Context: an optimization exercise on an open-source flow, tuned for small area, a short achievable clock period and few clock cycles per item. The choices shown serve that exercise and are no tape-out recipe. The RTL was checked by simulation tests, not by an equivalence proof against the original design. Power figures rest on the tool's default switching activity, not on a simulated workload.

Setup of v57:
## infix_expression_evaluator_unit
module infix_expression_evaluator_unit (
    input  logic            clk,
    input  logic            rst_n,
    input  logic            in_valid,
    output logic            in_ready,
    input  logic [7:0]      char_code,
    input  logic            last,
    output logic            out_valid,
    input  logic            out_ready,
    output logic [47:0]     value,
    output logic [2:0]      status
);
export LEC_CHECK = 0
export CAP_MARGIN = 20
export CORE_MARGIN = 2
export CORE_UTILIZATION = 40
export CTS_BUF_LIST = sky130_fd_sc_hd__clkbuf_4 sky130_fd_sc_hd__clkbuf_8
export CTS_CLUSTER_SIZE = 30
export SETUP_SLACK_MARGIN = 5
export SLEW_MARGIN = 20
export TNS_END_PERCENT = 10
create_clock -name core_clock -period 14.0 [get_ports {clk}]
standard.sh (not shown) runs the stock make flow with config.mk's settings and CLKGATE_MAP_FILE= SYNTH_SCRIPT=/design/flow/synth_recipe.tcl, a recipe that flattens the netlist after the stock synthesis.
==> flow/flow/run.sh <==
#!/bin/bash
# Layout: the standard layout (standard.sh) with two changes to how it is
# made: the timing repair aims further below the clock period
# (SETUP_SLACK_MARGIN 9.5 instead of 5), and the buffers that the flow puts on
# every input and output port are sky130_fd_sc_hd__buf_4 instead of the default
# delay buffer. The clock period, the constraints and every other setting are
# the standard flow's own.
set -euo pipefail
sed -e 's/SETUP_SLACK_MARGIN=5/SETUP_SLACK_MARGIN=9.5/' standard.sh > standard_m.sh
grep -q 'SETUP_SLACK_MARGIN=9.5' standard_m.sh
export BUFFER_PORTS_ARGS="-buffer_cell sky130_fd_sc_hd__buf_4"
bash standard_m.sh > layout.log 2>&1
Testbench counts of v57, summed over its fixed seeds: cycles 24,566, exprs 512.
For v18, these inputs were changed with respect to v57:
Settings: clearing CTS_BUF_LIST, which used to be sky130_fd_sc_hd__clkbuf_4 sky130_fd_sc_hd__clkbuf_8; clearing CTS_CLUSTER_SIZE, which used to be 30; swapping 40 for 55 in CORE_UTILIZATION.
==> flow/flow/run.sh <==
#!/bin/bash
# Layout: the standard layout (standard.sh), with the timing repair aiming
# further below the clock period (SETUP_SLACK_MARGIN 10 instead of 5). The clock
# period, the constraints and every other setting are the standard flow's own.
set -euo pipefail
sed -e 's/SETUP_SLACK_MARGIN=5/SETUP_SLACK_MARGIN=10/' standard.sh > standard_m.sh
grep -q 'SETUP_SLACK_MARGIN=10' standard_m.sh
bash standard_m.sh > layout.log 2>&1
## What came out
- Per the final summary, v18 finished and its layout is clean on timing, DRC and antenna.
- Compared with v57, final wirelength in v18 increased by a little under 10%.
- The worst setup slack of v18 exceeds that of v57 by 0.033 ns.
- v18 against v57: count of inserted tapcells has decreased, sequential share of layout area decreased by 0.57 points relative to the old numbers.
Input-level comparison between v31 and v18:
Settings: CTS_BUF_LIST now sky130_fd_sc_hd__clkbuf_4 sky130_fd_sc_hd__clkbuf_8, previously not set; CORE_UTILIZATION now 40, was 55.
==> flow/flow/run.sh <==
#!/bin/bash
# Layout: the standard layout (standard.sh) with two changes to how it is
# made: the timing repair aims further below the clock period
# (SETUP_SLACK_MARGIN 9.5 instead of 5), and the buffers that the flow puts on
# every input and output port are sky130_fd_sc_hd__buf_4 instead of the default
# delay buffer. The clock period, the constraints and every other setting are
# the standard flow's own.
set -euo pipefail
sed -e 's/SETUP_SLACK_MARGIN=5/SETUP_SLACK_MARGIN=9.5/' standard.sh > standard_m.sh
grep -q 'SETUP_SLACK_MARGIN=9.5' standard_m.sh
export BUFFER_PORTS_ARGS="-buffer_cell sky130_fd_sc_hd__buf_4"
bash standard_m.sh > layout.log 2>&1
v31 | stages: all done | timing, DRC, antenna: all pass. | post-detailed-route wirelength per cell | higher: v18 |. Summary of the comparison: final area is lower in v31, relative to v18. Wire length went down by a little under 10% going from v18 to v31.
Relative to v31, the following input files were edited for v47:
Settings: removing CTS_BUF_LIST (formerly sky130_fd_sc_hd__clkbuf_4 sky130_fd_sc_hd__clkbuf_8).
==> flow/flow/run.sh <==
#!/bin/bash
# Layout: the standard layout (standard.sh), with the timing repair aiming
# further below the clock period (SETUP_SLACK_MARGIN 10 instead of 5). The clock
# period, the constraints and every other setting are the standard flow's own.
set -euo pipefail
sed -e 's/SETUP_SLACK_MARGIN=5/SETUP_SLACK_MARGIN=10/' standard.sh > standard_m.sh
grep -q 'SETUP_SLACK_MARGIN=10' standard_m.sh
bash standard_m.sh > layout.log 2>&1
Findings:
- Clock buffer and inverter area fraction after layout: v47 vs v31 — no meaningful difference
- v31 and v47 ended up with nearly the same count of endpoints failing setup in the final report.
- Between v31 and v47, the difference in number of multi-input combinational cells is negligible.
- Compared with v31, v47 is hungrier on power.
- Compared with v31, v47 shows final cell area excluding filler cells higher by about 3.7%.
- v47 reports a higher total wire length than v31 does.
- The final reports for v47 and v31 show non-clock buffer count higher in the former.
- Looking at v31 and v47, the clock transition time at the flip-flop clock pins of the worst setup and hold paths is a wash.
- On number of buffers inserted to repair setup after CTS, the higher figure sits with v47, not v31.
- Delta(proportion of power drawn by combinational gates, v47 - v31) > 0
- Capturing instance or port of the critical path = u_alu.k_reg[3]: v47; capturing instance or port of the critical path = u_alu.mb_reg[43]: v31
- Looking at internal power across both flows, v47 is the weaker of the two, with v31 ahead.
For v15, these inputs were changed with respect to v47:
Settings: swapping 20 for 30 in SLEW_MARGIN; swapping 20 for 30 in CAP_MARGIN; putting CTS_BUF_LIST at sky130_fd_sc_hd__clkbuf_4 sky130_fd_sc_hd__clkbuf_8 where nothing was set.
==> flow/flow/run.sh <==
#!/bin/bash
# Layout: the standard layout (standard.sh) with two changes to how it is
# made: the timing repair aims further below the clock period
# (SETUP_SLACK_MARGIN 9.75 instead of 5), and the buffers that the flow puts on
# every input and output port are sky130_fd_sc_hd__buf_4 instead of the default
# delay buffer. The clock period, the constraints and every other setting are
# the standard flow's own.
set -euo pipefail
sed -e 's/SETUP_SLACK_MARGIN=5/SETUP_SLACK_MARGIN=9.75/' standard.sh > standard_m.sh
grep -q 'SETUP_SLACK_MARGIN=9.75' standard_m.sh
export BUFFER_PORTS_ARGS="-buffer_cell sky130_fd_sc_hd__buf_4"
bash standard_m.sh > layout.log 2>&1
[summary]
- Timing, DRC, antenna: 0 failures across v47 and v15
- In v15, switching part of the total power is higher than in v47.
- [v15 vs v47] global-route wire length before repair: lower in v15
- v15 vs v47: aggregate routed wire length down
- Relative to v47, the power density over the cells measured on v15 has decreased by a few percent.
- Net switching power figure in v15 is about 3.3% lower than in v47
- Going from v47 to v15, the fmax was found to have gone up by 0.78%.
- In terms of via count, v47 and v15 differ only marginally.
- In the metrics for v47 and v15, the one carrying the higher signed area change from the synthesized netlist to the final layout is v47.

## port drivers added, routing unchanged
Ports are ideal in the flow. The routed layouts listed here were re-timed in OpenROAD. Step 1: set_driving_cell puts a clkbuf_16 on clk and a buf_2 on each other input, an assumption about the parent block. Step 2 also shifts input and output timing later by t, the mid clock arrival at the registers, as if the neighbouring blocks saw the same clock. Slacks: ideal ports / drivers / drivers and shift; pairs: ideal ports / drivers.
run	t (ns)	setup WS [ns]	hold slack, ns	cell pins on the clock port's net
v57	1.113	9.199 / 9.199 / 9.199	0.460 / 0.460 / 0.460	1
v18	0.955	9.233 / 9.233 / 9.233	0.460 / 0.460 / 0.460	1
v31	1.113	9.199 / 9.199 / 9.199	0.460 / 0.460 / 0.460	1
v47	0.953	9.238 / 9.238 / 9.238	0.464 / 0.464 / 0.464	1
v15	1.108	9.275 / 9.275 / 9.275	0.458 / 0.458 / 0.458	1
After both steps setup and hold are still met in every run listed.
